This design comes from an exercise in tuning for small area, a short achievable clock period and few clock cycles on the open sky130 flow, not from production work. The RTL was checked by simulation tests, not by an equivalence proof against the original design.

## rev 12
==> flow/design.v <==
module icache_nway #(
    parameter int WAYS = 2,
    parameter int SETS = 8
) (
    input  logic         clk,
    input  logic         rst,
    input  logic         mem_read,
    input  logic [15:0]  mem_address,
    output logic [15:0]  mem_rdata,
    output logic         mem_resp,
    output logic         l2_read,
    output logic [15:0]  l2_address,
    input  logic [127:0] l2_rdata,
    input  logic         l2_resp
    ,
    input  logic         flush
);
    localparam int IW   = $clog2(SETS);
    localparam int TW   = 12 - IW;
    logic [SETS-1:0] valid0, valid1;
    logic [SETS-1:0] lru;                  
    logic [TW-1:0]   tag0  [SETS];
    logic [TW-1:0]   tag1  [SETS];
    logic [127:0]    ring0 [SETS];
    logic [127:0]    ring1 [SETS];
    logic [IW-1:0]   rot;
    logic [127:0]    pend;
    logic            pend_way;
    logic [IW-1:0]   pend_set;
    logic            pend_valid;
    logic            victim_q;
    logic [IW-1:0] idx;
    logic [TW-1:0] tag;
    logic [2:0]    word;
    logic          unused_bit;
    assign tag        = mem_address[15:4+IW];
    assign idx        = mem_address[4+IW-1:4];
    assign word       = mem_address[3:1];
    assign unused_bit = mem_address[0];
    logic [7:0] wsel;                       
    always_comb begin
        for (int k = 0; k < 8; k++) wsel[k] = word == 3'(k);
    end
    logic [SETS-1:0] ssel;
    always_comb begin
        for (int p = 0; p < SETS; p++) ssel[p] = IW'(p) - rot == idx;
    end
    logic [15:0] slot0 [SETS];
    logic [15:0] slot1 [SETS];
    logic [15:0] word0, word1, wordp, wordl2;
    for (genvar b = 0; b < 16; b++) begin : g_bit
        for (genvar p = 0; p < SETS; p++) begin : g_slot
            icache_nway_ao8 u_w0 (
                .sel (wsel),
                .d   ({ring0[p][112+b], ring0[p][96+b], ring0[p][80+b], ring0[p][64+b],
                       ring0[p][48+b],  ring0[p][32+b], ring0[p][16+b], ring0[p][b]}),
                .y   (slot0[p][b])
            );
            icache_nway_ao8 u_w1 (
                .sel (wsel),
                .d   ({ring1[p][112+b], ring1[p][96+b], ring1[p][80+b], ring1[p][64+b],
                       ring1[p][48+b],  ring1[p][32+b], ring1[p][16+b], ring1[p][b]}),
                .y   (slot1[p][b])
            );
        end
        icache_nway_ao8 u_wp (
            .sel (wsel),
            .d   ({pend[112+b], pend[96+b], pend[80+b], pend[64+b],
                   pend[48+b],  pend[32+b], pend[16+b], pend[b]}),
            .y   (wordp[b])
        );
        icache_nway_ao8 u_wl (
            .sel (wsel),
            .d   ({l2_rdata[112+b], l2_rdata[96+b], l2_rdata[80+b], l2_rdata[64+b],
                   l2_rdata[48+b],  l2_rdata[32+b], l2_rdata[16+b], l2_rdata[b]}),
            .y   (wordl2[b])
        );
        icache_nway_ao8 u_s0 (
            .sel (ssel),
            .d   ({slot0[7][b], slot0[6][b], slot0[5][b], slot0[4][b],
                   slot0[3][b], slot0[2][b], slot0[1][b], slot0[0][b]}),
            .y   (word0[b])
        );
        icache_nway_ao8 u_s1 (
            .sel (ssel),
            .d   ({slot1[7][b], slot1[6][b], slot1[5][b], slot1[4][b],
                   slot1[3][b], slot1[2][b], slot1[1][b], slot1[0][b]}),
            .y   (word1[b])
        );
    end
    logic [SETS-1:0] iset, e0, e1, pm0, pm1, r0, r1, rp;
    always_comb begin
        for (int s = 0; s < SETS; s++) begin
            iset[s] = idx == IW'(s);
            pm0[s]  = pend_valid && !pend_way && pend_set == IW'(s);
            pm1[s]  = pend_valid &&  pend_way && pend_set == IW'(s);
        end
    end
    for (genvar s = 0; s < SETS; s++) begin : g_tag
        icache_nway_eq u_e0 (.a(tag0[s]), .b(tag), .en(valid0[s]), .y(e0[s]));
        icache_nway_eq u_e1 (.a(tag1[s]), .b(tag), .en(valid1[s]), .y(e1[s]));
    end
    assign r0 = e0 & ~pm0;
    assign r1 = e1 & ~pm1;
    assign rp = (e0 & pm0) | (e1 & pm1);
    logic s0, s1, sp, hit1, hit;
    icache_nway_ao8 u_s0 (.sel(iset), .d(r0), .y(s0));
    icache_nway_ao8 u_s1 (.sel(iset), .d(r1), .y(s1));
    icache_nway_ao8 u_sp (.sel(iset), .d(rp), .y(sp));
    assign hit  = s0 || s1 || sp;
    assign hit1 = |(iset & e1);
    for (genvar b = 0; b < 16; b++) begin : g_out
        icache_nway_ao4 u_o (
            .sel ({l2_resp, sp, s1, s0}),
            .d   ({wordl2[b], wordp[b], word1[b], word0[b]}),
            .y   (mem_rdata[b])
        );
    end
    logic [IW-1:0] ins_set;
    logic          drain;
    assign ins_set = IW'(SETS - 1) - rot;
    assign drain   = pend_valid && pend_set == ins_set;
    logic block;
    assign block = pend_valid && !drain;
    assign mem_resp   = mem_read && (hit || l2_resp);
    assign l2_read    = mem_read && !hit && !block;
    assign l2_address = {mem_address[15:4], 4'b0000};
    logic victim;
    assign victim = |(iset & valid0) ? (|(iset & valid1) ? |(iset & lru) : 1'b1) : 1'b0;
    always_ff @(posedge clk) victim_q <= victim;
    logic fill;
    assign fill = mem_read && l2_resp;
    logic flush_now;
    assign flush_now = flush;
    always_ff @(posedge clk or posedge rst) begin
        if (rst) begin
            valid0 <= '0;
            valid1 <= '0;
            lru    <= '0;
        end else if (flush_now) begin
            valid0 <= '0;
            valid1 <= '0;
            lru    <= '0;
        end else begin
            if (fill) begin
                if (victim_q) valid1[idx] <= 1'b1;
                else          valid0[idx] <= 1'b1;
                lru[idx] <= !victim_q;
            end else if (mem_read && hit) begin
                lru[idx] <= !hit1;
            end
        end
    end
    always_ff @(posedge clk or posedge rst) begin
        if (rst) begin
            rot        <= '0;
            pend_valid <= 1'b0;
        end else begin
            rot <= rot + 1'b1;
            if (fill)       pend_valid <= 1'b1;
            else if (drain) pend_valid <= 1'b0;
        end
    end
    always_ff @(posedge clk) begin
        if (fill) begin
            if (victim_q) tag1[idx] <= tag;
            else          tag0[idx] <= tag;
            pend     <= l2_rdata;
            pend_way <= victim_q;
            pend_set <= idx;
        end
    end
    logic         d0, d1;
    logic [127:0] ins0, ins1;
    assign d0 = drain && !pend_way;
    assign d1 = drain &&  pend_way;
    for (genvar i = 0; i < 128; i++) begin : g_ins
        icache_nway_ao2 u_i0 (.s(d0), .ns(!d0), .a(pend[i]), .b(ring0[SETS-1][i]), .y(ins0[i]));
        icache_nway_ao2 u_i1 (.s(d1), .ns(!d1), .a(pend[i]), .b(ring1[SETS-1][i]), .y(ins1[i]));
    end
    always_ff @(posedge clk) begin
        ring0[0] <= ins0;
        ring1[0] <= ins1;
        for (int p = 1; p < SETS; p++) begin
            ring0[p] <= ring0[p-1];
            ring1[p] <= ring1[p-1];
        end
    end
endmodule
module icache_nway_ao8 (
    input  logic [7:0] sel,
    input  logic [7:0] d,
    output logic       y
);
    assign y = |(sel & d);
endmodule
module icache_nway_ao2 (
    input  logic s,
    input  logic ns,
    input  logic a,
    input  logic b,
    output logic y
);
    assign y = (s && a) || (ns && b);
endmodule
module icache_nway_eq #(
    parameter int W = 9
) (
    input  logic [W-1:0] a,
    input  logic [W-1:0] b,
    input  logic         en,
    output logic         y
);
    assign y = en && a == b;
endmodule
module icache_nway_ao4 (
    input  logic [3:0] sel,
    input  logic [3:0] d,
    output logic       y
);
    assign y = |(sel & d);
endmodule
Settings: LEC_CHECK=0, CAP_MARGIN=20, CORE_MARGIN=2, CORE_UTILIZATION=60, CTS_CLUSTER_DIAMETER=80, CTS_CLUSTER_SIZE=30, GPL_ROUTABILITY_DRIVEN=0, SETUP_SLACK_MARGIN=3.1, SLEW_MARGIN=20, SYNTH_HIERARCHICAL=1, SYNTH_MINIMUM_KEEP_SIZE=0; clock period 8.5 ns.
run.sh (not shown) runs the stock make flow with config.mk's settings and CLKGATE_MAP_FILE= SYNTH_SCRIPT=/design/flow/synth_recipe.tcl, a recipe that flattens the netlist after the stock synthesis.
Testbench counts of rev 12, summed over its fixed seeds: cycles 28,626.
Inputs modified between rev 12 and rev 13:
diff --git a/flow/config.mk b/flow/config.mk
--- a/flow/config.mk
+++ b/flow/config.mk
@@ -9,7 +9,6 @@
 export CORE_MARGIN = 2
 export CORE_UTILIZATION = 60
-export CTS_CLUSTER_DIAMETER = 80
+export CTS_CLUSTER_DIAMETER = 60
 export CTS_CLUSTER_SIZE = 30
-export GPL_ROUTABILITY_DRIVEN = 0
 export SETUP_SLACK_MARGIN = 3.1
 export SLEW_MARGIN = 20
--- outcome ---
- The met2 routing resource usage after global routing in rev 13 sits 1.2 points above the value recorded for rev 12.
- Rev 13 ended with more area overhead of the layout relative to synthesis than rev 12.
- When rev 13 is measured against rev 12, its post-layout minimum cycle time turns out 0.022 ns lower.
- When the final numbers for rev 12 and rev 13 were put side by side, the wire length after detailed routing turned out to be smaller in rev 12.

[re-timing with driven ports]
How much do the figures lean on ideal ports? The routed layouts below were timed once more, with nothing changed but the port constraints.
Step 1: set_driving_cell puts a clkbuf_16 on clk and a buf_2 on each other input, an assumption about the parent block.
Step 2 times the ports against the registers' clock, not the clock port: input delays grow and output delays shrink by t, the midpoint of the rising clock arrivals with the driver on.
Slacks: ideal ports / drivers / drivers and shift; pairs: ideal ports / drivers.
run | t (ns) | setup WS [ns] | latest minus earliest clock arrival (ns)
rev 12 | 0.778 | 2.854 / 2.753 / 2.753 | 0.030 / 0.030
rev 13 | 0.841 | 2.875 / 2.759 / 2.759 | 0.033 / 0.033
After both steps setup and hold are still met in every run listed. The setup slack of rev 13, which loses most, moves by -0.116 ns with the drivers and by -0.116 ns with both steps.
